What follows belongs to an exercise in optimizing a design on an open flow for small area; a production flow would make more cautious choices. Function was checked by simulation only, so behaviour that the tests miss may differ from the original. Power and IR drop assume default switching activity.

<file path="flow/flow/run.sh">
#!/bin/bash
# Standard layout with plain buf_1 port buffers, no CTS dummy loads and smaller clock buffers
export BUFFER_PORTS_ARGS="-buffer_cell sky130_fd_sc_hd__buf_1"
export CTS_ARGS="-sink_clustering_enable -repair_clock_nets -dont_use_dummy_load -sink_clustering_size 20 -sink_clustering_max_diameter 50 -buf_list {sky130_fd_sc_hd__clkbuf_8}"
bash standard.sh > standard.log 2>&1
</file>
<file path="flow/standard.sh">
#!/bin/bash
# synth_recipe.tcl (not shown) runs the flow's synth.tcl, then flattens the netlist and writes it again
# the make line also repeats each setting of config.mk as NAME=value (left out here)
make -C /OpenROAD-flow-scripts/flow DESIGN_CONFIG=/design/flow/config.mk WORK_HOME=/design/flow/orfs CLKGATE_MAP_FILE= SYNTH_SCRIPT=/design/flow/synth_recipe.tcl "${@:-finish}"
</file>
<file path="flow/config.mk">
export PLATFORM = sky130hd
export DESIGN_NAME = response_park
export DESIGN_NICKNAME = response_park
export VERILOG_FILES = /design/flow/design.v
export SDC_FILE = /design/flow/constraint.sdc
export NUM_CORES = 4
export LEC_CHECK = 0
export CAP_MARGIN = 0
export CORE_MARGIN = 2
export CORE_UTILIZATION = 80
export PLACE_DENSITY = 0.85
export SETUP_SLACK_MARGIN = 0.15
export SLEW_MARGIN = 0
export SYNTH_HIERARCHICAL = 1
</file>
<file path="flow/constraint.sdc">
create_clock -name core_clock -period 5.0 [get_ports {clk}]
set_input_delay 1.0000 -clock core_clock [delete_from_list [all_inputs] [get_ports {clk}]]
set_output_delay 1.0000 -clock core_clock [all_outputs]
set_load 0.01 [all_outputs]
</file>
<file path="flow/design.v">
package response_park_pkg;
  typedef logic [$clog2(16)-1:0] uid_t;
  typedef logic [64-1:0] data_t;
  typedef logic [2-1:0] resp_t;
  typedef logic [8-1:0] oid_t;
  typedef logic [$clog2(16):0] count_t;
  typedef struct packed {
    oid_t  oid;
    resp_t resp;
    data_t data;
  } park_resp_t;
  localparam count_t park_full_level = count_t'(16 - 1);
endpackage
`timescale 1ns/1ps
module slot_table #(
  parameter int DEPTH = 16,
  parameter int W     = 74
) (
  input  logic             clk,
  input  logic [DEPTH-1:0] we,        
  input  logic [DEPTH-1:0] hold,      
  input  logic [W-1:0]     wdata,
  input  logic [DEPTH-1:0] rsel_n,    
  output logic [W-1:0]     rdata
);
  logic [W:0] mem [DEPTH];
  logic [W:0] din;
  logic [W:0] rraw;
  assign din = {1'b0, wdata};
  always_ff @(posedge clk) begin
    for (int s = 0; s < DEPTH; s++) begin
      mem[s] <= ~((mem[s] | {(W+1){we[s]}}) & (din | {(W+1){hold[s]}}));
    end
  end
  always_comb begin
    rraw = '1;
    for (int s = 0; s < DEPTH; s++) begin
      rraw = rraw & (mem[s] | {(W+1){rsel_n[s]}});
    end
  end
  assign rdata = rraw[W-1:0] ^ {W{rraw[W]}};
endmodule
`timescale 1ns/1ps
module occupancy_tracker (
  input  logic [15:0] occupied,
  output logic        full
);
  logic [7:0] z1, m1;
  logic [3:0] z2, m2;
  logic [1:0] z3, m3;
  always_comb begin
    for (int i = 0; i < 8; i++) begin
      z1[i] = ~occupied[2*i] | ~occupied[2*i+1];
      m1[i] = ~occupied[2*i] & ~occupied[2*i+1];
    end
    for (int i = 0; i < 4; i++) begin
      z2[i] = z1[2*i] | z1[2*i+1];
      m2[i] = m1[2*i] | m1[2*i+1] | (z1[2*i] & z1[2*i+1]);
    end
    for (int i = 0; i < 2; i++) begin
      z3[i] = z2[2*i] | z2[2*i+1];
      m3[i] = m2[2*i] | m2[2*i+1] | (z2[2*i] & z2[2*i+1]);
    end
  end
  assign full = (z3[0] | z3[1]) & ~(m3[0] | m3[1] | (z3[0] & z3[1]));
endmodule
`timescale 1ns/1ps
module response_park (
  input  logic                          clk,
  input  logic                          rst,
  input  logic                          in_valid,
  input  logic [$clog2(16)-1:0] in_uid,
  input  logic [8+2+64-1:0] in_payload,
  output logic                          in_ready,
  input  logic                          alloc_req,
  input  logic [$clog2(16)-1:0] alloc_uid,
  output logic                          alloc_gnt,
  output logic [8+2+64-1:0] out_payload,
  input  logic                          free_req,
  input  logic [$clog2(16)-1:0] free_uid,
  output logic                          free_ack,
  output logic                          full
);
  localparam int DEPTH = 16;
  localparam int W     = 8 + 2 + 64;
  logic [DEPTH-1:0] occupied_q, reserved_q;
  logic [DEPTH-1:0] occupied_d, reserved_d;
  logic [DEPTH-1:0] rsel_n;
  logic [DEPTH-1:0] we;
  logic enq_accept, alloc_hit, free_accept;
  occupancy_tracker u_occupancy_tracker (
    .occupied (occupied_q),
    .full     (full)
  );
  logic [DEPTH-1:0] dec_in, dec_al, dec_fr;
  logic [DEPTH-1:0] al_s, fr_s;
  always_comb begin
    for (int s = 0; s < DEPTH; s++) begin
      dec_in[s] = (in_uid == s);
      dec_al[s] = (alloc_uid == s);
      dec_fr[s] = (free_uid == s);
    end
  end
  assign in_ready    = ~full & ~|(occupied_q & dec_in);
  assign enq_accept  = in_valid & in_ready;
  assign al_s = {DEPTH{alloc_req}} & dec_al & occupied_q & ~reserved_q;
  assign fr_s = {DEPTH{free_req}} & dec_fr & occupied_q;
  assign alloc_hit   = |al_s;
  assign free_accept = |fr_s;
  assign we         = {DEPTH{enq_accept}} & dec_in;
  assign occupied_d = (occupied_q | we) & ~fr_s;
  assign reserved_d = (reserved_q | al_s) & ~fr_s;
  always_ff @(posedge clk) begin
    if (rst) begin
      occupied_q <= '0;
      reserved_q <= '0;
      alloc_gnt  <= 1'b0;
      free_ack   <= 1'b0;
    end else begin
      occupied_q <= occupied_d;
      reserved_q <= reserved_d;
      alloc_gnt  <= alloc_hit;
      free_ack   <= free_accept;
    end
  end
  logic [$clog2(DEPTH)-1:0] ruid_q;
  always_ff @(posedge clk) begin
    ruid_q <= alloc_uid;
  end
  always_comb begin
    for (int s = 0; s < DEPTH; s++) rsel_n[s] = (ruid_q != s);
  end
  slot_table #(.DEPTH(DEPTH), .W(W)) u_slot_table (
    .clk   (clk),
    .we    (we),
    .hold  (~we),
    .wdata (in_payload),
    .rsel_n (rsel_n),
    .rdata (out_payload)
  );
endmodule
</file>
==> summary.txt, run 1 <==
----------------------------------------------------
[Placed design]
  DP Wirelength ... ~76 mm
  Weighted congestion reported at the end of routability-driven placement ... between 0.9 and 1
  # placed instances ... 4,692
  Quantity of I/O buffers inserted on ports ... 168
  Post-placement worst setup slack ... approximately 0.88 ns

[STA]
  Worst-Margin Slew ... approximately 1.4 ns
  Setup TNS ... 0 ns
  Relative max-transition margin ... 0.0512
  Setup repair after global routing missed its margin ... no
  Final setup skew ... 0.0703 ns
  Final setup vio count ... 0
  Maximum clock rate ... slightly above 200 MHz
  Final period utilization ... 0.985
  Worst path setup slack after routing ... around 0.075 ns
  Number of max-slew violations in the final report ... 0
  Hold violation count in the final report ... 0
  Final critical delay including setup and external delays ... approximately 4.9 ns

[Synth]
  Synth Net Count ... roughly 4,400
  Count of mapped cells out of synthesis ... between 4,000 and 5,000
  Combined area of all synthesized cells ... ~42,000 um^2
  Seq/Total Area, Yosys ... 0.588
  Synthesis-stage register bit count ... 1,238
  Synthesized area divided by synthesized cell count ... roughly 10 um^2
  Most used DFF post-synth ... sky130_fd_sc_hd__dfxtp_1
  Asr flop ratio synth ... 0
  Number of synthesized flops with an enable pin ... 0
  Yosys warning count ... 10
  Number of distinct library cells after synthesis ... 52

[Route]
  Pre-Repair DR Iteration Count ... 9
  Wirelength per Cell ... about 30 um
  Post-detailed-route DRC marker count ... 0
  Detailed Route Iter0 Violations ... between 7,000 and 8,000
  Wirelength, routed ... roughly 150 mm
  Post-detailed-route via-to-cell ratio ... between 8 and 9
  Number of nets with antenna violations after routing ... 0
  Vias after detailed routing ... between 30,000 and 40,000

[Cells and area]
  Post-route non-filler standard cell count ... approximately 4,800
  Layout overhead on the synthesized area ... 3.51%
  Net count of the finished layout ... between 4,000 and 5,000
  Leading cell types in the layout, fill and taps excluded ... 1,795 x sky130_fd_sc_hd__o22ai_1, 1,238 x sky130_fd_sc_hd__dfxtp_1, 324 x sky130_fd_sc_hd__nor2_1
  Proportion of layout cells with a drive suffix above 1 ... 0.0550
  Most common cell after layout, fill and taps aside ... sky130_fd_sc_hd__o22ai_1

[Pwr]
  Leakage component of the power ... 15.9 nW
  Worst voltage drop across the vdd grid ... 0.419 mV
  Pwr Total ... between 0.02 and 0.025 W
  Power density over the cells ... 510 nW/um^2

[Setup path]
  Register-to-Register Setup Slack ... between 1 and 1.5 ns
  Crit path capture type ... output port
  Data required time of the worst path ... roughly 4.0 ns
  Worst EP arrival ... between 3 and 4 ns
  Cell family with the largest share of critical-path delay ... buffers and inverters
  Critical-path cell with the highest stage delay ... sky130_fd_sc_hd__buf_4
  Start-to-end type of the worst setup path ... reg2out
  Worst path cell trace ... nor2b_2, nand3_4, buf_4, o22ai_1, nor2_1, nand4_1, xor2_1, buf_1
  Critical-path maximum fanout ... 74
  Largest stage delay on the critical path ... roughly 0.99 ns
  Crit path launch type ... flop
  Count of buffer and inverter cells on the critical path ... 2

[Floorplanning]
  Area of the die ... approximately 55,000 um^2
  Core Footprint ... 52,300 um^2
  Top-Level Pins ... 169
  Initial standard-cell utilization of the core ... 0.805
  Height of the die ... 234 um
  # rows ... 84
  Die extent in x ... between 200 and 250 um

[Clock tree]
  Clk buf depth ... 3
  CTS tree ... yes
  Total number of clock tree sinks ... about 1,200
  # H-tree levels ... 3
  Clock buffer count from CTS ... 84
  Hold buffers post-CTS ... 0
  Clk Latency, worst-skew pair ... 0.76 ns
  Register clock-pin slew on the reported worst setup and hold paths ... 0.09 ns
  CTS Root Cell ... sky130_fd_sc_hd__clkbuf_8

[Status]
  Run status ... no timing/DRC/antenna violations

[GRT]
  Antenna violations before repair ... 6
  Pin count of the biggest net entering global routing ... 77
  GRT Residual Overflow ... 0
  Total Routing Usage GR ... 0.520
  Wire length of the first global-routing pass ... around 220 mm
  Vias in the first global route ... 38,074

[Flow run]
  Number of max-capacitance violations reported ... 0

[Min path]
  Hold Crit Class ... reg2reg

----------------------------------------------------
[layer usage]
metal  wire (um)  track usage  up-vias  share of wire
li1            -            -    16109              -
met1       48800        0.637    18423           0.33
met2       62700        0.772     4074           0.43
met3       23400        0.161     1160           0.16
met4       12400        0.390        8          0.084
met5          60            0        -        0.00041
[logic make-up after synthesis]
kind of cell | share of synthesized area
compound gates | 0.278
flops | 0.588
buf+inv | 0.0567
simple gates | 0.0611
xor+xnor | 0.0154
mux | 0.00125
[Yosys stat by module, one instance, submodules excluded, excerpt]
module / copies in the design / cells / cell area [um^2] / flip-flops and latches
response_park: 1 / 300 / 2290 / 38
occupancy_tracker: 1 / 23 / 140 / 0
[final cells by class]
cell class / instances / area [um^2]
Tap cell: 688 / 861
Inverter: 20 / 100
Fill cell: 2983 / 8700
Sequential cell: 1238 / 24800
Antenna cell: 5 / 12.5
Timing Repair Buffer: 248 / 1460
Multi-Input combinational cell: 2498 / 15300
Clock buffer: 84 / 1160
[report_power, final]
part | internal, W | switching [W]
Combinational | 0.00188 | 0.00197
Sequential | 0.0125 | 0.00147
Clock | 0.00151 | 0.00296
Total | 0.0158 | 0.00641
[cell usage after synthesis, types with 5 or more instances]
master	count	area share
sky130_fd_sc_hd__and3_1	11	0.0016
sky130_fd_sc_hd__o22ai_1	1795	0.27
sky130_fd_sc_hd__xor2_1	74	0.015
sky130_fd_sc_hd__nor3_1	22	0.0026
sky130_fd_sc_hd__buf_1	92	0.0082
sky130_fd_sc_hd__o21ai_0	21	0.0025
sky130_fd_sc_hd__nor2_1	329	0.029
sky130_fd_sc_hd__clkbuf_1	335	0.030
sky130_fd_sc_hd__a31oi_1	18	0.0027
sky130_fd_sc_hd__nand3_1	23	0.0027
sky130_fd_sc_hd__o21a_1	8	0.0014
sky130_fd_sc_hd__a21oi_1	9	0.0011
sky130_fd_sc_hd__buf_6	9	0.0024
sky130_fd_sc_hd__nand4_1	81	0.012
sky130_fd_sc_hd__and3b_1	5	0.0010
sky130_fd_sc_hd__dfxtp_1	1238	0.59
sky130_fd_sc_hd__buf_2	116	0.014
sky130_fd_sc_hd__nand3b_1	6	0.0011
sky130_fd_sc_hd__nor2b_1	13	0.0019
sky130_fd_sc_hd__a22oi_1	5	0.00089
sky130_fd_sc_hd__inv_1	19	0.0017
sky130_fd_sc_hd__nand2_1	27	0.0024
[through the flow]
| step | utilization | hold WS [ns] | cell area, um^2 |
|---|---|---|---|
| after detailed placement | 0.811 | 0.438 | 42400 |
| after global routing | 0.834 | 0.469 | 43600 |
| final | 0.834 | 0.450 | 43600 |
| after global placement | 0.811 | 0.431 | 42400 |
| after floorplan | - | 0.423 | 42200 |
| after CTS | 0.833 | 0.448 | 43600 |
[repair_timing]
action / in CTS / in global routing
gates resized for setup: 1 / 5
setup endpoints to repair: 2 / 64
buffers inserted: 0 / 0
[registers in the layout, indices dropped and copies added, names as in the netlist]
register,count
u_slot_table.mem,1200
occupied_q,16
reserved_q,16
ruid_q,4
alloc_gnt,1
free_ack,1
[path summary, 6_finish.rpt]
path	start	endpoint	cells after the start
max reg2reg	occupied_q[8]	u_slot_table.mem[12][52]	10
max	ruid_q[3]	out_payload[70]	8
min	u_slot_table.mem[0][73]	u_slot_table.mem[0][73]	1
min reg2reg	u_slot_table.mem[0][73]	u_slot_table.mem[0][73]	1
==> inputs of run 2 (changes only) <==
--- a/flow/config.mk
+++ b/flow/config.mk
@@ -6,9 +6,9 @@
 export NUM_CORES = 4
 export LEC_CHECK = 0
-export CAP_MARGIN = 0
+export CAP_MARGIN = 20
 export CORE_MARGIN = 2
 export CORE_UTILIZATION = 80
 export PLACE_DENSITY = 0.85
 export SETUP_SLACK_MARGIN = 0.15
-export SLEW_MARGIN = 0
+export SLEW_MARGIN = 20
 export SYNTH_HIERARCHICAL = 1
==> run 2 against run 1 <==
Clock power is essentially flat. Clock skew up 0.017 ns. Register-to-register slack better by 0.02 ns. Core utilization grew 0.15 points. Power barely moved. First-iteration DRC count shrank 3.8%. Flip-flop and latch count unchanged. Non-clock buffer count increased by 2. Final cell count barely moved.
==> summary.txt, run 2 <==
----------------------------------------------------
[Setup path]
  Critical-path maximum fanout ... between 40 and 50
  Data required time of the worst path ... 4.00 ns
  Start-to-end type of the worst setup path ... reg2out
  Critical-path cell with the highest stage delay ... sky130_fd_sc_hd__buf_4
  Worst EP arrival ... approximately 3.9 ns
  Largest stage delay on the critical path ... around 0.75 ns
  Crit path capture type ... output port
  Crit path launch type ... flop
  Worst path cell trace ... nor2_2, nand2_4, buf_4, o22ai_1, nor2_1, nand4_1, xor2_1, buf_1
  FF-to-FF path depth ... 10

[Route]
  Number of nets with antenna violations after routing ... 0
  Wirelength, routed ... ~150 mm
  Post-detailed-route DRC marker count ... 0
  Wirelength per Cell ... between 30 and 40 um
  Post-detailed-route via-to-cell ratio ... between 8 and 9
  Pre-Repair DR Iteration Count ... 14
  Vias after detailed routing ... roughly 40,000
  Detailed Route Iter0 Violations ... slightly below 7,000

[Floorplanning]
  Area of the die ... roughly 55,000 um^2
  Top-Level Pins ... about 170
  Core Footprint ... 52,300 um^2
  Height of the die ... around 230 um
  Die extent in x ... 234 um
  # rows ... 84
  Initial standard-cell utilization of the core ... 0.805

[GRT]
  Total Routing Usage GR ... 0.519
  Antenna violations before repair ... 6
  Wire length of the first global-routing pass ... between 200 and 250 mm
  Vias in the first global route ... 38,428
  GRT Residual Overflow ... 0
  Pin count of the biggest net entering global routing ... 77

[Synth]
  Count of mapped cells out of synthesis ... 4,312
  Asr flop ratio synth ... 0
  Synthesis-stage register bit count ... roughly 1,200
  List of most frequent post-synthesis cells ... 1,795 x sky130_fd_sc_hd__o22ai_1, 1,238 x sky130_fd_sc_hd__dfxtp_1, 335 x sky130_fd_sc_hd__clkbuf_1
  Yosys warning count ... 10
  Cell taking the most area after synthesis ... sky130_fd_sc_hd__dfxtp_1
  Synthesized area divided by synthesized cell count ... 9.78 um^2
  Seq/Total Area, Yosys ... 0.588
  Number of distinct library cells after synthesis ... 52
  Most area-consuming cells after synthesis ... sky130_fd_sc_hd__dfxtp_1 59%, sky130_fd_sc_hd__o22ai_1 27%, sky130_fd_sc_hd__clkbuf_1 3.0%
  Combined area of all synthesized cells ... 42,200 um^2
  Cell with the most instances after synthesis ... sky130_fd_sc_hd__o22ai_1
  Most used DFF post-synth ... sky130_fd_sc_hd__dfxtp_1
  Proportion of netlist area held by the largest area contributor ... 0.588
  Number of synthesized flops with an enable pin ... 0
  Synth Net Count ... 4,403

[STA]
  Hold violation count in the final report ... 0
  Maximum clock rate ... about 200 MHz
  Number of max-slew violations in the final report ... 0
  Relative max-transition margin ... 0.122
  Worst-Margin Slew ... 1.32 ns
  Setup repair after global routing missed its margin ... no
  Final setup vio count ... 0
  Final period utilization ... 0.972
  Final setup skew ... approximately 0.088 ns
  Final critical delay including setup and external delays ... just under 5 ns
  Setup TNS ... 0 ns

[Cells and area]
  Max reg flops ... around 1,200
  Net count of the finished layout ... 4,183
  Final non-filler cell area ... about 44,000 um^2
  Biggest register ... u_slot_table.mem
  Registers with the most flip-flops ... u_slot_table.mem: 1200 flops, occupied_q: 16 flops, reserved_q: 16 flops
  Most common cell after layout, fill and taps aside ... sky130_fd_sc_hd__o22ai_1
  Post-route non-filler standard cell count ... around 4,800
  Number of fillers in the final layout ... roughly 3,000
  Layout overhead on the synthesized area ... 3.69%
  Proportion of layout cells with a drive suffix above 1 ... 0.0557
  Leading cell types in the layout, fill and taps excluded ... 1,795 x sky130_fd_sc_hd__o22ai_1, 1,238 x sky130_fd_sc_hd__dfxtp_1, 323 x sky130_fd_sc_hd__nor2_1

[Pwr]
  Leakage component of the power ... 16.0 nW
  Combinational cell fraction of total power ... 0.173
  Fraction of power spent switching nets ... 0.288
  Worst voltage drop across the vdd grid ... approximately 0.47 mV
  Power density over the cells ... approximately 500 nW/um^2
  Register share of total power ... 0.626
  Switching power ... roughly 0.0064 W
  Pwr Total ... around 0.022 W
  Clk pwr share ... 0.201
  Internal ... 0.0158 W

[Clock tree]
  Total number of clock tree sinks ... around 1,200
  Clk buf depth ... 3
  CTS Root Cell ... sky130_fd_sc_hd__clkbuf_8
  Register clock-pin slew on the reported worst setup and hold paths ... between 0.1 and 0.15 ns
  Clk Latency, worst-skew pair ... between 0.7 and 0.8 ns
  # H-tree levels ... 3
  Hold buffers post-CTS ... 0
  CTS tree ... yes
  Clock buffer count from CTS ... 84

[Min path]
  Hold Crit Class ... reg2reg
  Worst Hold Path Cells ... 1

[Placed design]
  Quantity of I/O buffers inserted on ports ... around 170
  DP Wirelength ... ~77 mm
  # placed instances ... approximately 4,700
  Cell area after placement ... between 40,000 and 50,000 um^2
  Weighted congestion reported at the end of routability-driven placement ... approximately 0.91

[Flow run]
  Number of max-capacitance violations reported ... 0

[Status]
  Run status ... no timing/DRC/antenna violations

----------------------------------------------------
run 2: cell type report:
type | instances | area (um^2) | share of cell area
timing repair buffer | 250 | 1530 | 0.0351
sequential | 1238 | 24800 | 0.567
tap | 688 | 861 | 0.0197
multi-input combinational | 2498 | 15300 | 0.349
inverter | 20 | 100 | 0.00229
antenna | 7 | 17.5 | 0.000401
clock buffer | 84 | 1160 | 0.0264
run 2: worst paths after layout:
kind                               to               startpoint  slack (ns)
max                   out_payload[70]                ruid_q[1]        0.14
min reg2reg   u_slot_table.mem[9][73]  u_slot_table.mem[9][73]        0.46
max reg2reg  u_slot_table.mem[12][23]           occupied_q[10]        1.05
min           u_slot_table.mem[9][73]  u_slot_table.mem[9][73]        0.46
run 2: worst max-delay path, delay by kind of cell, from the launching register on:
family,cells,cell delay (ns)
AO/OA/AOI/OAI,1,0.19
XOR/XNOR,1,0.28
buffers and inverters,2,0.93
flip-flops,1,0.62
AND/OR/NAND/NOR,4,1.07
run 2: modules after synthesis (local to each module, per instance), a selection:
| module | times used | flip-flops and latches | area [um^2] |
|---|---|---|---|
| response_park | 1 | 38 | 2290 |
| occupancy_tracker | 1 | 0 | 140 |
run 2: power by group through the flow:
stage	clock network, W	logic (W)	registers (W)
after detailed placement	0	0.00373	0.0140
final	0.00448	0.00385	0.0139
after global routing	0.00472	0.00409	0.0141
after floorplan	0	0.00285	0.0136
after CTS	0.00440	0.00374	0.0138
after global placement	0	0.00349	0.0138
run 2: kinds of logic (layout without fill, tap and decap cells):
| kind of cell | Yosys count | count (layout) | synth area share |
|---|---|---|---|
| xor+xnor | 74 | 74 | 0.0154 |
| compound gates | 1869 | 1869 | 0.278 |
| flops | 1238 | 1238 | 0.588 |
| buf+inv | 576 | 354 | 0.0567 |
| other cells | 0 | 7 | 0 |
| simple gates | 550 | 550 | 0.0611 |
| mux | 5 | 5 | 0.00125 |
run 2: metrics by stage:
| step | utilization | worst slack (ns) | hold WS, ns |
|---|---|---|---|
| after global routing | 0.835 | 0.198 | 0.464 |
| final | 0.835 | 0.142 | 0.458 |
| after CTS | 0.834 | 0.181 | 0.454 |
| after floorplan | - | 1.69 | 0.423 |
| after detailed placement | 0.812 | 0.861 | 0.438 |
| after global placement | 0.811 | 1.00 | 0.431 |
run 2: layer usage:
| layer | up-vias | global-route usage | wire length (um) |
|---|---|---|---|
| met4 | 6 | 0.401 | 13100 |
| met1 | 18585 | 0.630 | 48900 |
| met2 | 4164 | 0.780 | 63300 |
| met5 | - | 0 | 54 |
| met3 | 1240 | 0.150 | 23000 |
| li1 | 16078 | - | - |
run 2: timing repair:
item	CTS	global route
endpoints found under the setup margin	5	24
gates resized for setup	1	6
hold endpoints to repair	0	0
pin swaps	0	0
buffers inserted	0	0
==> inputs of run 3 (changes only) <==
==> flow/flow/run.sh (replaced) <==
#!/bin/bash
# Standard layout with plain buf_1 port buffers, no CTS dummy loads and smaller clock buffers
export BUFFER_PORTS_ARGS="-buffer_cell sky130_fd_sc_hd__buf_1"
export CTS_ARGS="-sink_clustering_enable -repair_clock_nets -dont_use_dummy_load -sink_clustering_size 28 -sink_clustering_max_diameter 45 -buf_list {sky130_fd_sc_hd__clkbuf_16}"
bash standard.sh > standard.log 2>&1
--- a/flow/config.mk
+++ b/flow/config.mk
@@ -6,9 +6,9 @@
 export NUM_CORES = 4
 export LEC_CHECK = 0
-export CAP_MARGIN = 20
+export CAP_MARGIN = 0
 export CORE_MARGIN = 2
 export CORE_UTILIZATION = 80
 export PLACE_DENSITY = 0.85
 export SETUP_SLACK_MARGIN = 0.15
-export SLEW_MARGIN = 20
+export SLEW_MARGIN = 0
 export SYNTH_HIERARCHICAL = 1
==> run 3 against run 2 <==
Worst setup slack worse by 0.030 ns. Non-clock buffer count decreased by 2. Final cell count is 0.27% higher. Critical path depth unchanged. Critical endpoint is now out_payload[69]. Global-route usage increased by 2.3 points. Flip-flop and latch count did not move. Hold slack lost 0.012 ns.
==> summary.txt, run 3 <==
----------------------------------------------------
[Status]
  Run status ... no timing/DRC/antenna violations

[GRT]
  Wire length of the first global-routing pass ... approximately 230 mm
  GRT Residual Overflow ... 0
  Total Routing Usage GR ... 0.542
  Pin count of the biggest net entering global routing ... 77
  Vias in the first global route ... roughly 40,000
  Antenna violations before repair ... 3

[Clock tree]
  Register clock-pin slew on the reported worst setup and hold paths ... 0.06 ns
  Clk buf depth ... 3
  Clock buffer count from CTS ... between 100 and 150
  Total number of clock tree sinks ... about 1,200
  CTS tree ... yes
  Clk Latency, worst-skew pair ... 0.71 ns
  CTS Root Cell ... sky130_fd_sc_hd__clkbuf_16
  # H-tree levels ... 3

[Synth]
  Proportion of netlist area held by the largest area contributor ... 0.588
  Number of synthesized flops with an enable pin ... 0
  Cell with the most instances after synthesis ... sky130_fd_sc_hd__o22ai_1
  Most area-consuming cells after synthesis ... sky130_fd_sc_hd__dfxtp_1 59%, sky130_fd_sc_hd__o22ai_1 27%, sky130_fd_sc_hd__clkbuf_1 3.0%
  Synthesis-stage register bit count ... approximately 1,200
  Seq/Total Area, Yosys ... 0.588
  Count of mapped cells out of synthesis ... around 4,300
  List of most frequent post-synthesis cells ... 1,795 x sky130_fd_sc_hd__o22ai_1, 1,238 x sky130_fd_sc_hd__dfxtp_1, 335 x sky130_fd_sc_hd__clkbuf_1
  Synth Net Count ... between 4,000 and 5,000
  Cell taking the most area after synthesis ... sky130_fd_sc_hd__dfxtp_1
  Combined area of all synthesized cells ... ~42,000 um^2
  Synthesized area divided by synthesized cell count ... slightly below 10 um^2
  Number of distinct library cells after synthesis ... 52
  Yosys warning count ... 10
  Most used DFF post-synth ... sky130_fd_sc_hd__dfxtp_1
  Asr flop ratio synth ... 0

[STA]
  Hold violation count in the final report ... 0
  Final setup vio count ... 0
  Worst-Margin Slew ... 1.44 ns
  Setup TNS ... 0 ns
  Relative max-transition margin ... 0.0391
  Number of max-slew violations in the final report ... 0
  Maximum clock rate ... between 200 and 250 MHz
  Setup repair after global routing missed its margin ... no
  Final period utilization ... 0.978
  Final setup skew ... approximately 0.097 ns
  Final critical delay including setup and external delays ... about 5 ns
  Hold slack ... roughly 0.45 ns

[Pwr]
  Worst voltage drop across the vdd grid ... between 0.4 and 0.5 mV
  Power density over the cells ... around 550 nW/um^2
  Leakage component of the power ... 16.6 nW

[Route]
  Post-detailed-route via-to-cell ratio ... around 8.5
  Post-detailed-route DRC marker count ... 0
  Detailed Route Iter0 Violations ... 7,751
  Pre-Repair DR Iteration Count ... 9
  Number of nets with antenna violations after routing ... 0
  Vias after detailed routing ... approximately 41,000
  Wirelength per Cell ... approximately 32 um
  Wirelength, routed ... 154 mm

[Cells and area]
  Most common cell after layout, fill and taps aside ... sky130_fd_sc_hd__o22ai_1
  Register area ... roughly 25,000 um^2
  Number of fillers in the final layout ... 2,655
  Registers with the most flip-flops ... u_slot_table.mem: 1200 flops, occupied_q: 16 flops, reserved_q: 16 flops
  Biggest register ... u_slot_table.mem
  Post-route non-filler standard cell count ... ~4,800
  Proportion of layout cells with a drive suffix above 1 ... 0.0589
  Max reg flops ... 1,200
  Final non-filler cell area ... 45,000 um^2
  Combined area of the multi-input logic cells ... ~15,000 um^2
  Post-layout utilization of the core ... 0.860
  Leading cell types in the layout, fill and taps excluded ... 1,795 x sky130_fd_sc_hd__o22ai_1, 1,238 x sky130_fd_sc_hd__dfxtp_1, 325 x sky130_fd_sc_hd__nor2_1
  Net count of the finished layout ... 4,199
  Layout overhead on the synthesized area ... 6.80%

[Floorplanning]
  Height of the die ... around 230 um
  Die extent in x ... between 200 and 250 um
  Top-Level Pins ... between 150 and 200
  Core Footprint ... between 50,000 and 60,000 um^2
  # rows ... 84
  Area of the die ... between 50,000 and 60,000 um^2
  Initial standard-cell utilization of the core ... 0.805

[Setup path]
  Crit path capture type ... output port
  Crit path launch type ... flop
  Setup crit start ... ruid_q[1]
  Worst flop-to-flop path startpoint ... occupied_q[10]
  Start-to-end type of the worst setup path ... reg2out
  Data required time of the worst path ... 4.00 ns
  Critical-path maximum fanout ... between 40 and 50
  Worst EP arrival ... between 3 and 4 ns

[Placed design]
  # placed instances ... 4,692
  Weighted congestion reported at the end of routability-driven placement ... about 0.9
  Quantity of I/O buffers inserted on ports ... between 150 and 200
  DP Wirelength ... 76.4 mm
  Cell area after placement ... approximately 42,000 um^2

[Min path]
  Hold Crit Class ... reg2reg
  Hold path start ... u_slot_table.mem[9][73]

[Flow run]
  Number of max-capacitance violations reported ... 0

----------------------------------------------------
==> run 3: cell counts after synthesis <==
Identical to the previous run, type by type.
==> run 3: worst max-delay path, stage by stage (launching register included) <==
cell,delay [ns]
sky130_fd_sc_hd__dfxtp_1,0.56
sky130_fd_sc_hd__nor2_1,0.29
sky130_fd_sc_hd__nand2_4,0.50
sky130_fd_sc_hd__buf_4,0.78
sky130_fd_sc_hd__o22ai_1,0.19
sky130_fd_sc_hd__nor2_1,0.39
sky130_fd_sc_hd__nand4_1,0.17
sky130_fd_sc_hd__xor2_1,0.17
sky130_fd_sc_hd__buf_1,0.17
==> run 3: stage by stage <==
stage | power, W | setup WS, ns
6_report | 0.0248 | 0.112
5_1_grt | 0.0255 | 0.124
4_1_cts | 0.0245 | 0.219
3_5_place_dp | 0.0177 | 0.877
3_3_place_gp | 0.0173 | 1.00
2_1_floorplan | 0.0165 | 1.69
==> run 3: report_power, final <==
group / internal, W / switching, W
sequential: 0.0125 / 0.00155
clock: 0.00357 / 0.00333
combinational: 0.00187 / 0.00204
==> run 3: logic make-up (layout without fill, tap and decap cells) <==
| kind of cell | after synthesis | in the layout | share of synthesized area |
|---|---|---|---|
| other cells | 0 | 4 | 0 |
| xor+xnor | 74 | 74 | 0.0154 |
| mux | 5 | 5 | 0.00125 |
| buf+inv | 576 | 370 | 0.0567 |
| compound gates | 1869 | 1869 | 0.278 |
| flops | 1238 | 1238 | 0.588 |
| simple gates | 550 | 550 | 0.0611 |
==> run 3: final timing paths <==
path / endpoint / slack (ns) / cells past startpoint
hold / removal: u_slot_table.mem[9][73] / 0.45 / 1
setup / recovery: out_payload[69] / 0.11 / 8
hold reg to reg: u_slot_table.mem[9][73] / 0.45 / 1
setup reg to reg: u_slot_table.mem[12][23] / 0.96 / 10
==> run 3: what timing repair did <==
item | in CTS | in global routing
setup endpoints to repair | 0 | 23
hold buffers | 0 | 0
resized for setup | 0 | 4
endpoints found under the hold margin | 0 | 0
setup buffers | 0 | 0
==> run 3: Yosys stat by module, one instance, submodules excluded, a selection <==
module	flip-flops and latches	times used
occupancy_tracker	0	1
response_park	38	1
==> run 3: routing by layer <==
metal  global-route usage  share of wire  vias up  wire (um)
li1                     -              -    16165          -
met1                0.645           0.32    18695      49200
met2                0.797           0.42     4562      64800
met3                0.192           0.16     1496      25400
met4                0.428          0.096        2      14800
met5                    0        0.00069        -        107
==> run 3: final cells by class <==
class | instances | share of cell area
Antenna cell | 4 | 0.000222
Timing Repair Buffer | 248 | 0.0324
Tap cell | 688 | 0.0191
Inverter | 20 | 0.00222
Clock buffer | 102 | 0.0567
Multi-Input combinational cell | 2498 | 0.339
Sequential cell | 1238 | 0.550
==> inputs of run 4 (changes only) <==
--- a/flow/design.v
+++ b/flow/design.v
@@ -13,4 +13,11 @@
 endpackage
 `timescale 1ns/1ps
+module slot_read8 (
+  input  logic [7:0] q,
+  input  logic [7:0] sel_n,
+  output logic       y_n
+);
+  assign y_n = ~&(q | sel_n);
+endmodule
 module slot_table #(
   parameter int DEPTH = 16,
@@ -33,10 +40,20 @@
     end
   end
-  always_comb begin
-    rraw = '1;
-    for (int s = 0; s < DEPTH; s++) begin
-      rraw = rraw & (mem[s] | {(W+1){rsel_n[s]}});
-    end
+  logic [W:0] rlo_n, rhi_n;
+  for (genvar b = 0; b <= W; b++) begin : g_col
+    slot_read8 u_lo (
+      .q     ({mem[7][b], mem[6][b], mem[5][b], mem[4][b],
+               mem[3][b], mem[2][b], mem[1][b], mem[0][b]}),
+      .sel_n (rsel_n[7:0]),
+      .y_n   (rlo_n[b])
+    );
+    slot_read8 u_hi (
+      .q     ({mem[15][b], mem[14][b], mem[13][b], mem[12][b],
+               mem[11][b], mem[10][b], mem[9][b], mem[8][b]}),
+      .sel_n (rsel_n[15:8]),
+      .y_n   (rhi_n[b])
+    );
   end
+  assign rraw = ~(rlo_n | rhi_n);
   assign rdata = rraw[W-1:0] ^ {W{rraw[W]}};
 endmodule
==> flow/flow/run.sh (replaced) <==
#!/bin/bash
# Standard layout with plain buf_1 port buffers, no CTS dummy loads and smaller clock buffers
export BUFFER_PORTS_ARGS="-buffer_cell sky130_fd_sc_hd__buf_1"
export CTS_ARGS="-sink_clustering_enable -repair_clock_nets -dont_use_dummy_load -sink_clustering_size 16 -sink_clustering_max_diameter 40 -buf_list {sky130_fd_sc_hd__clkbuf_8}"
bash standard.sh > standard.log 2>&1
--- a/flow/config.mk
+++ b/flow/config.mk
@@ -6,9 +6,9 @@
 export NUM_CORES = 4
 export LEC_CHECK = 0
-export CAP_MARGIN = 0
+export CAP_MARGIN = 20
 export CORE_MARGIN = 2
 export CORE_UTILIZATION = 80
 export PLACE_DENSITY = 0.85
 export SETUP_SLACK_MARGIN = 0.15
-export SLEW_MARGIN = 0
+export SLEW_MARGIN = 20
 export SYNTH_HIERARCHICAL = 1
==> run 4 against run 3 <==
Clock power is about 20% lower. Die area is 1.0% lower. Routed wire length is 2.2% lower. Global-route usage is 0.64 points lower. Flip-flop and latch count stayed put. Synthesized cell count is 6.4% lower. Clock skew is 0.018 ns lower. Highest routed layer unchanged. Via count is 1.2% lower.
==> summary.txt, run 4 <==
----------------------------------------------------
[GRT]
  Pin count of the biggest net entering global routing ... just under 80
  Antenna violations before repair ... 8
  Vias in the first global route ... 39,556
  Total Routing Usage GR ... 0.536
  Wire length of the first global-routing pass ... around 220 mm
  GRT Residual Overflow ... 0

[Clock tree]
  Post-CTS setup-driven buffer insertion count ... 0
  CTS tree ... yes
  Register clock-pin slew on the reported worst setup and hold paths ... around 0.080 ns
  CTS Root Cell ... sky130_fd_sc_hd__clkbuf_8
  Clk buf depth ... 3
  # H-tree levels ... 4
  Clk Latency, worst-skew pair ... 0.82 ns
  Clock buffer count from CTS ... 130
  Total number of clock tree sinks ... about 1,200
  Hold buffers post-CTS ... 0

[STA]
  Setup repair after global routing missed its margin ... no
  Final period utilization ... 0.961
  Maximum clock rate ... 208 MHz
  Relative max-transition margin ... 0.149
  Worst path setup slack after routing ... 0.194 ns
  Final critical delay including setup and external delays ... 4.81 ns
  Final setup skew ... approximately 0.079 ns
  Number of max-slew violations in the final report ... 0
  Worst-Margin Slew ... 1.28 ns
  Setup TNS ... 0 ns
  Hold violation count in the final report ... 0
  Final setup vio count ... 0

[Synth]
  Most area-consuming cells after synthesis ... sky130_fd_sc_hd__dfxtp_1 59%, sky130_fd_sc_hd__o22ai_1 27%, sky130_fd_sc_hd__buf_2 3.1%
  Synth Net Count ... 4,125
  Count of mapped cells out of synthesis ... between 4,000 and 5,000
  Largest family of logic cells by synthesized area ... compound AO/OA/AOI/OAI gates
  List of most frequent post-synthesis cells ... 1,795 x sky130_fd_sc_hd__o22ai_1, 1,238 x sky130_fd_sc_hd__dfxtp_1, 258 x sky130_fd_sc_hd__buf_2
  Fraction of synthesized area in multiplexers ... 0.00126
  Synthesis-stage register bit count ... around 1,200
  Number of synthesized flops with an enable pin ... 0
  Post-synthesis compound-gate area fraction ... 0.281
  Number of distinct library cells after synthesis ... between 50 and 60
  Asr flop ratio synth ... 0
  Area fraction in and, or, nand and nor cells after synthesis ... 0.0573
  Proportion of netlist area held by the largest area contributor ... 0.594
  Cell taking the most area after synthesis ... sky130_fd_sc_hd__dfxtp_1
  Most used DFF post-synth ... sky130_fd_sc_hd__dfxtp_1
  Synthesized area divided by synthesized cell count ... 10.3 um^2
  Yosys warning count ... 10
  Synthesized-area fraction occupied by xor and xnor cells ... 0.0155
  Seq/Total Area, Yosys ... 0.594
  Cell with the most instances after synthesis ... sky130_fd_sc_hd__o22ai_1
  Combined area of all synthesized cells ... ~42,000 um^2
  Post-synthesis share of cell area spent on full adders, half adders and majority gates ... 0

[Route]
  Pre-Repair DR Iteration Count ... 10
  Post-detailed-route DRC marker count ... 0
  Post-detailed-route via-to-cell ratio ... 8.65
  Vias after detailed routing ... between 40,000 and 50,000
  Wirelength, routed ... 151 mm
  Number of nets with antenna violations after routing ... 0
  Wirelength per Cell ... 32.3 um
  Detailed Route Iter0 Violations ... ~8,200

[Min path]
  Hold Path End ... u_slot_table.mem[5][74]
  Hold Crit Class ... reg2reg
  Worst Hold Path Cells ... 1
  Hold path start ... u_slot_table.mem[5][74]

[Cells and area]
  Biggest register ... u_slot_table.mem
  Post-layout utilization of the core ... 0.861
  Proportion of layout cells with a drive suffix above 1 ... 0.0705
  Net count of the finished layout ... ~4,100
  Leading cell types in the layout, fill and taps excluded ... 1,795 x sky130_fd_sc_hd__o22ai_1, 1,234 x sky130_fd_sc_hd__dfxtp_1, 168 x sky130_fd_sc_hd__buf_1
  Max reg flops ... 1,200
  Final non-filler cell area ... 44,200 um^2
  Registers with the most flip-flops ... u_slot_table.mem: 1200 flops, occupied_q: 16 flops, reserved_q: 16 flops
  Layout overhead on the synthesized area ... 6.02%
  Most common cell after layout, fill and taps aside ... sky130_fd_sc_hd__o22ai_1

[Placed design]
  Weighted congestion reported at the end of routability-driven placement ... 0.903
  Quantity of I/O buffers inserted on ports ... 168
  Post-placement worst setup slack ... around 0.84 ns
  DP Wirelength ... 77.4 mm
  Cell area after placement ... 42,300 um^2

[Floorplanning]
  Area of the die ... 54,000 um^2
  Top-Level Pins ... ~170
  Initial standard-cell utilization of the core ... 0.812
  # rows ... a little over 80
  Height of the die ... between 200 and 250 um
  Core Footprint ... between 50,000 and 60,000 um^2
  Die extent in x ... roughly 230 um

[Setup path]
  Worst flop-to-flop path startpoint ... occupied_q[14]
  Worst reg2reg endpoint ... u_slot_table.mem[5][1]
  Start-to-end type of the worst setup path ... reg2out
  Data required time of the worst path ... around 4.0 ns
  FF-to-FF path depth ... 11
  Worst EP arrival ... 3.81 ns
  Crit path launch type ... flop
  Cell family with the largest share of critical-path delay ... simple AND/OR/NAND/NOR gates
  Register-to-Register Setup Slack ... around 0.81 ns
  Critical-path cell with the highest stage delay ... sky130_fd_sc_hd__or4_1
  Critical-path maximum fanout ... 48
  Worst path cell trace ... nor2b_2, nand2_4, o22ai_1, or4_1, nor2_4, buf_12, xor2_1, buf_1
  Crit path capture type ... output port
  Count of buffer and inverter cells on the critical path ... 2
  Largest stage delay on the critical path ... just under 0.6 ns

[Pwr]
  Worst voltage drop across the vdd grid ... 0.413 mV
  Power density over the cells ... approximately 530 nW/um^2
  Leakage component of the power ... between 15 and 20 nW

[Flow run]
  Number of max-capacitance violations reported ... 0

[Status]
  Run status ... no timing/DRC/antenna violations

----------------------------------------------------
[run 4: cell types whose count changed in the layout (fill, tap and decap cells not counted), moves of 5 or more]
cell	before	now
sky130_fd_sc_hd__nor2_1	325	97
sky130_fd_sc_hd__or4_1	0	150
sky130_fd_sc_hd__clkbuf_8	0	130
sky130_fd_sc_hd__clkbuf_16	102	0
sky130_fd_sc_hd__nand4_1	81	6
sky130_fd_sc_hd__buf_4	61	46
sky130_fd_sc_hd__buf_6	1	10
sky130_fd_sc_hd__diode_2	4	9
[run 4: Yosys stat by module, one instance, submodules excluded, excerpt]
| module | area [um^2] | flops+latches | cells |
|---|---|---|---|
| occupancy_tracker | 140 | 0 | 23 |
| response_park | 2290 | 38 | 300 |
| slot_read8 | 32.5 | 0 | 5 |
[run 4: power by group]
part           internal (W)  switching (W)
combinational       0.00164        0.00204
sequential           0.0125        0.00158
clock               0.00231        0.00318
[run 4: cells by family (layout without fill, tap and decap cells)]
| kind of cell | count (synthesis) | after routing |
|---|---|---|
| flip-flops | 1238 | 1238 |
| XOR/XNOR | 74 | 74 |
| multiplexers | 5 | 5 |
| AND/OR/NAND/NOR | 400 | 403 |
| buffers and inverters | 448 | 397 |
| AO/OA/AOI/OAI | 1869 | 1869 |
| other | 0 | 9 |
[run 4: per-stage QoR]
stage               power [W]  hold WS (ns)  instances
global route           0.0239         0.454       4669
floorplan              0.0162         0.412       4034
detailed placement     0.0175         0.431       4532
finish                 0.0232         0.443       4675
global placement       0.0171         0.423       4532
CTS                    0.0228         0.442       4665
[run 4: layer usage]
metal	track usage	vias to the layer above	wire length (um)
met3	0.214	1283	26800
li1	-	15885	-
met4	0.384	2	12000
met1	0.656	18513	49700
met5	0	-	8
met2	0.767	4766	62400
[run 4: what timing repair did]
item,CTS,global route
resized for setup,8,20
gates cloned,3,0
endpoints found under the setup margin,16,44
pin swaps,3,0
[run 4: layout make-up]
class | instances | area, um^2
Tap cell | 680 | 851
Clock buffer | 130 | 1790
Timing Repair Buffer | 247 | 1560
Antenna cell | 9 | 22.5
Multi-Input combinational cell | 2351 | 15100
Inverter | 20 | 95.1
Fill cell | 2705 | 7160
Sequential cell | 1238 | 24800
[run 4: worst max path at each step]
stage / slack [ns] / end / cells past startpoint / startpoint
3_3_place_gp: 1.00 / u_slot_table.mem[5][72] / 8 / in_uid[0]
5_1_grt: 0.23 / out_payload[14] / 8 / ruid_q[2]
4_1_cts: 0.16 / out_payload[58] / 8 / ruid_q[1]
3_5_place_dp: 0.84 / u_slot_table.mem[5][1] / 8 / in_uid[0]
2_1_floorplan: 0.76 / out_payload[13] / 8 / ruid_q[1]
6_report: 0.19 / out_payload[4] / 8 / ruid_q[1]
[run 4: worst register-to-register path, cell delays in order (launching register included)]
cell                       delay, ns
sky130_fd_sc_hd__dfxtp_1        0.60
sky130_fd_sc_hd__nand4_1        0.19
sky130_fd_sc_hd__and2b_1        0.20
sky130_fd_sc_hd__o21ai_0        0.22
sky130_fd_sc_hd__a21oi_1        0.17
sky130_fd_sc_hd__nor2b_1        0.29
sky130_fd_sc_hd__nand2_1        0.18
sky130_fd_sc_hd__nor3_2         0.31
sky130_fd_sc_hd__and2_4         0.37
sky130_fd_sc_hd__clkinv_2       0.70
sky130_fd_sc_hd__buf_12         0.47
sky130_fd_sc_hd__o22ai_1        0.36
==> inputs of run 5 (changes only) <==
==> flow/flow/run.sh (replaced) <==
#!/bin/bash
# Standard layout with plain buf_1 port buffers, no CTS dummy loads and smaller clock buffers
export BUFFER_PORTS_ARGS="-buffer_cell sky130_fd_sc_hd__buf_1"
export CTS_ARGS="-sink_clustering_enable -repair_clock_nets -dont_use_dummy_load -sink_clustering_size 20 -sink_clustering_max_diameter 50 -buf_list {sky130_fd_sc_hd__clkbuf_8}"
bash standard.sh > standard.log 2>&1
==> run 5 against run 4 <==
Non-clock buffer count down 1. Maximum frequency is 0.39% lower. Via count fell by 1.4%. Highest routed layer is now met4.
==> summary.txt, run 5 <==
----------------------------------------------------
[Synth]
  Cell taking the most area after synthesis ... sky130_fd_sc_hd__dfxtp_1
  Yosys warning count ... 10
  Combined area of all synthesized cells ... 41,700 um^2
  Number of synthesized flops with an enable pin ... 0
  Number of distinct library cells after synthesis ... 55
  Count of mapped cells out of synthesis ... 4,034
  Synthesis-stage register bit count ... around 1,200
  Cell with the most instances after synthesis ... sky130_fd_sc_hd__o22ai_1
  List of most frequent post-synthesis cells ... 1,795 x sky130_fd_sc_hd__o22ai_1, 1,238 x sky130_fd_sc_hd__dfxtp_1, 258 x sky130_fd_sc_hd__buf_2
  Most area-consuming cells after synthesis ... sky130_fd_sc_hd__dfxtp_1 59%, sky130_fd_sc_hd__o22ai_1 27%, sky130_fd_sc_hd__buf_2 3.1%
  Proportion of netlist area held by the largest area contributor ... 0.594
  Synth Net Count ... slightly above 4,000
  Seq/Total Area, Yosys ... 0.594
  Synthesized area divided by synthesized cell count ... roughly 10 um^2
  Most used DFF post-synth ... sky130_fd_sc_hd__dfxtp_1
  Asr flop ratio synth ... 0

[GRT]
  Pin count of the biggest net entering global routing ... between 70 and 80
  Total Routing Usage GR ... 0.522
  Vias in the first global route ... slightly below 40,000
  Wire length of the first global-routing pass ... between 200 and 250 mm
  GRT Residual Overflow ... 0
  Antenna violations before repair ... 6

[Setup path]
  Worst reg2reg endpoint ... u_slot_table.mem[5][61]
  Worst path cell trace ... nor2b_2, nand2_4, o22ai_1, or4_1, nor2_4, buf_12, xor2_1, buf_1
  Worst flop-to-flop path startpoint ... occupied_q[14]
  Critical-path maximum fanout ... 48
  Start-to-end type of the worst setup path ... reg2out
  Crit path launch type ... flop
  Worst EP arrival ... approximately 3.8 ns
  Critical-path cell with the highest stage delay ... sky130_fd_sc_hd__or4_1
  Largest stage delay on the critical path ... 0.62 ns
  Crit path capture type ... output port
  Register-to-Register Setup Slack ... around 0.9 ns
  Cell family with the largest share of critical-path delay ... simple AND/OR/NAND/NOR gates
  Count of buffer and inverter cells on the critical path ... 2
  Data required time of the worst path ... ~4.0 ns
  FF-to-FF path depth ... 11

[Route]
  Post-detailed-route via-to-cell ratio ... 8.62
  Wirelength per Cell ... between 30 and 40 um
  Vias after detailed routing ... 39,882
  Post-detailed-route DRC marker count ... 0
  Wirelength, routed ... ~150 mm
  Detailed Route Iter0 Violations ... 8,564
  Number of nets with antenna violations after routing ... 0
  Pre-Repair DR Iteration Count ... 14

[Clock tree]
  Clk Latency, worst-skew pair ... 0.75 ns
  Clk buf depth ... 3
  Clock buffer count from CTS ... 82
  # H-tree levels ... 3
  Register clock-pin slew on the reported worst setup and hold paths ... about 0.10 ns
  CTS tree ... yes
  Hold buffers post-CTS ... 0
  Total number of clock tree sinks ... around 1,200
  CTS Root Cell ... sky130_fd_sc_hd__clkbuf_8

[Pwr]
  Power density over the cells ... roughly 510 nW/um^2
  Register share of total power ... 0.634
  Internal ... between 0.015 and 0.02 W
  Worst voltage drop across the vdd grid ... between 0.3 and 0.4 mV
  Leakage component of the power ... ~16 nW
  Fraction of power spent switching nets ... 0.295
  Combinational cell fraction of total power ... 0.165
  Switching power ... 0.00653 W
  Clk pwr share ... 0.201

[Cells and area]
  Combined area of the multi-input logic cells ... about 15,000 um^2
  Registers with the most flip-flops ... u_slot_table.mem: 1200 flops, occupied_q: 16 flops, reserved_q: 16 flops
  Proportion of layout cells with a drive suffix above 1 ... 0.0584
  Layout overhead on the synthesized area ... 4.28%
  Leading cell types in the layout, fill and taps excluded ... 1,795 x sky130_fd_sc_hd__o22ai_1, 1,234 x sky130_fd_sc_hd__dfxtp_1, 168 x sky130_fd_sc_hd__buf_1
  Number of fillers in the final layout ... roughly 2,800
  Max reg flops ... about 1,200
  Register area ... 24,800 um^2
  Biggest register ... u_slot_table.mem
  Most common cell after layout, fill and taps aside ... sky130_fd_sc_hd__o22ai_1
  Post-route non-filler standard cell count ... about 4,600
  Net count of the finished layout ... 4,030

[STA]
  Worst path setup slack after routing ... 0.175 ns
  Setup TNS ... 0 ns
  Final period utilization ... 0.965
  Setup repair after global routing missed its margin ... no
  Number of max-slew violations in the final report ... 0
  Relative max-transition margin ... 0.157
  Final setup vio count ... 0
  Hold violation count in the final report ... 0
  Final setup skew ... slightly below 0.1 ns
  Hold slack ... between 0.4 and 0.5 ns
  Maximum clock rate ... between 200 and 250 MHz
  Final critical delay including setup and external delays ... approximately 4.8 ns
  Worst-Margin Slew ... 1.27 ns

[Floorplanning]
  Height of the die ... roughly 230 um
  # rows ... 83
  Top-Level Pins ... around 170
  Core Footprint ... ~51,000 um^2
  Area of the die ... roughly 54,000 um^2
  Initial standard-cell utilization of the core ... 0.812
  Die extent in x ... ~230 um

[Placed design]
  DP Wirelength ... around 77 mm
  Weighted congestion reported at the end of routability-driven placement ... between 0.9 and 1
  # placed instances ... ~4,500
  Post-placement worst setup slack ... around 0.84 ns
  Quantity of I/O buffers inserted on ports ... 168

[Min path]
  Worst Hold Path Cells ... 1
  Hold Crit Class ... reg2reg
  Hold path start ... u_slot_table.mem[15][37]
  Hold Path End ... u_slot_table.mem[15][37]

[Status]
  Run status ... no timing/DRC/antenna violations

[Flow run]
  Number of max-capacitance violations reported ... 0

----------------------------------------------------
## run 5: cell counts after synthesis
Identical to the previous run, type by type.
## run 5: worst max-delay path by stage
stage / startpoint / end / slack [ns] / cells after the start
finish: ruid_q[1] / out_payload[8] / 0.18 / 8
global route: ruid_q[1] / out_payload[55] / 0.27 / 8
CTS: ruid_q[3] / out_payload[8] / 0.15 / 8
detailed placement: in_uid[0] / u_slot_table.mem[5][1] / 0.84 / 8
global placement: in_uid[0] / u_slot_table.mem[5][72] / 1.00 / 8
floorplan: ruid_q[1] / out_payload[13] / 0.76 / 8
## run 5: final cells by class
class / instances / area share
antenna: 10 / 0.000575
multi-input combinational: 2351 / 0.347
timing repair buffer: 246 / 0.0348
tap: 680 / 0.0196
inverter: 20 / 0.00219
sequential: 1238 / 0.570
clock buffer: 82 / 0.0259
## run 5: timing repair
action / CTS / global route
gates resized for setup: 1 / 18
cloned: 0 / 3
setup endpoints to repair: 1 / 60
buffers inserted: 0 / 0
pin swaps: 0 / 3
## run 5: per-layer routing
metal / share of wire / vias up / GRT usage
li1: - / 15773 / -
met4: 0.077 / 0 / 0.356
met5: 0 / - / 0
met1: 0.34 / 18354 / 0.661
met3: 0.17 / 1188 / 0.177
met2: 0.41 / 4567 / 0.756
## run 5: stage by stage
| step | area, um^2 | total power, W | util |
|---|---|---|---|
| after detailed placement | 42300 | 0.0175 | 0.822 |
| after CTS | 43400 | 0.0217 | 0.844 |
| final | 43500 | 0.0221 | 0.846 |
| after floorplan | 41700 | 0.0162 | - |
| after global placement | 42300 | 0.0171 | 0.822 |
| after global routing | 43500 | 0.0227 | 0.846 |
## run 5: per-module statistics from Yosys (local to each module, per instance), a selection
module	copies in the design	area (um^2)	cells inside	flip-flops and latches
response_park	1	2290	300	38
slot_read8	150	32.5	5	0
occupancy_tracker	1	140	23	0
## run 5: cells by family after synthesis
kind of cell           count (synthesis)  share of synthesized area
AO/OA/AOI/OAI                       1869                      0.281
flip-flops                          1238                      0.594
buffers and inverters                448                     0.0515
AND/OR/NAND/NOR                      400                     0.0573
XOR/XNOR                              74                     0.0155
multiplexers                           5                    0.00126
## run 5: power groups by stage
stage	Clock, W	Sequential (W)	Combinational [W]
floorplan	0	0.0136	0.00261
global placement	0	0.0139	0.00324
detailed placement	0	0.0140	0.00350
CTS	0.00435	0.0139	0.00351
global route	0.00469	0.0142	0.00386
finish	0.00444	0.0140	0.00365

port drivers added, routing unchanged:
The results above use ideal ports. As a check the final layouts listed here were re-extracted and re-timed, cells and wires unchanged. Step 1: set_driving_cell puts a clkbuf_16 on clk and a buf_2 on each other input, an assumption about the parent block. Step 2 also shifts input and output timing later by t, the mid clock arrival at the registers, as if the neighbouring blocks saw the same clock. Three values: ideal, step 1, step 2; two values: the first two.
| run | shift t [ns] | setup slack, ns | hold slack, ns | worst setup path after step 2 | slew at the worst register clock pin (ns) |
|---|---|---|---|---|---|
| run 1 | 0.787 | 0.075 / 0.007 / 0.754 | 0.450 / 0.450 / 0.450 | input to register | 0.12 / 0.12 |
| run 2 | 0.788 | 0.142 / 0.075 / 0.863 | 0.458 / 0.458 / 0.458 | register to output | 0.12 / 0.12 |
| run 3 | 0.733 | 0.112 / 0.041 / 0.658 | 0.446 / 0.446 / 0.446 | input to register | 0.09 / 0.09 |
| run 4 | 0.847 | 0.194 / 0.128 / 0.489 | 0.443 / 0.443 / 0.443 | input to register | 0.10 / 0.10 |
| run 5 | 0.767 | 0.175 / 0.110 / 0.597 | 0.446 / 0.446 / 0.446 | input to register | 0.12 / 0.12 |
After both steps every run listed still meets setup and hold.
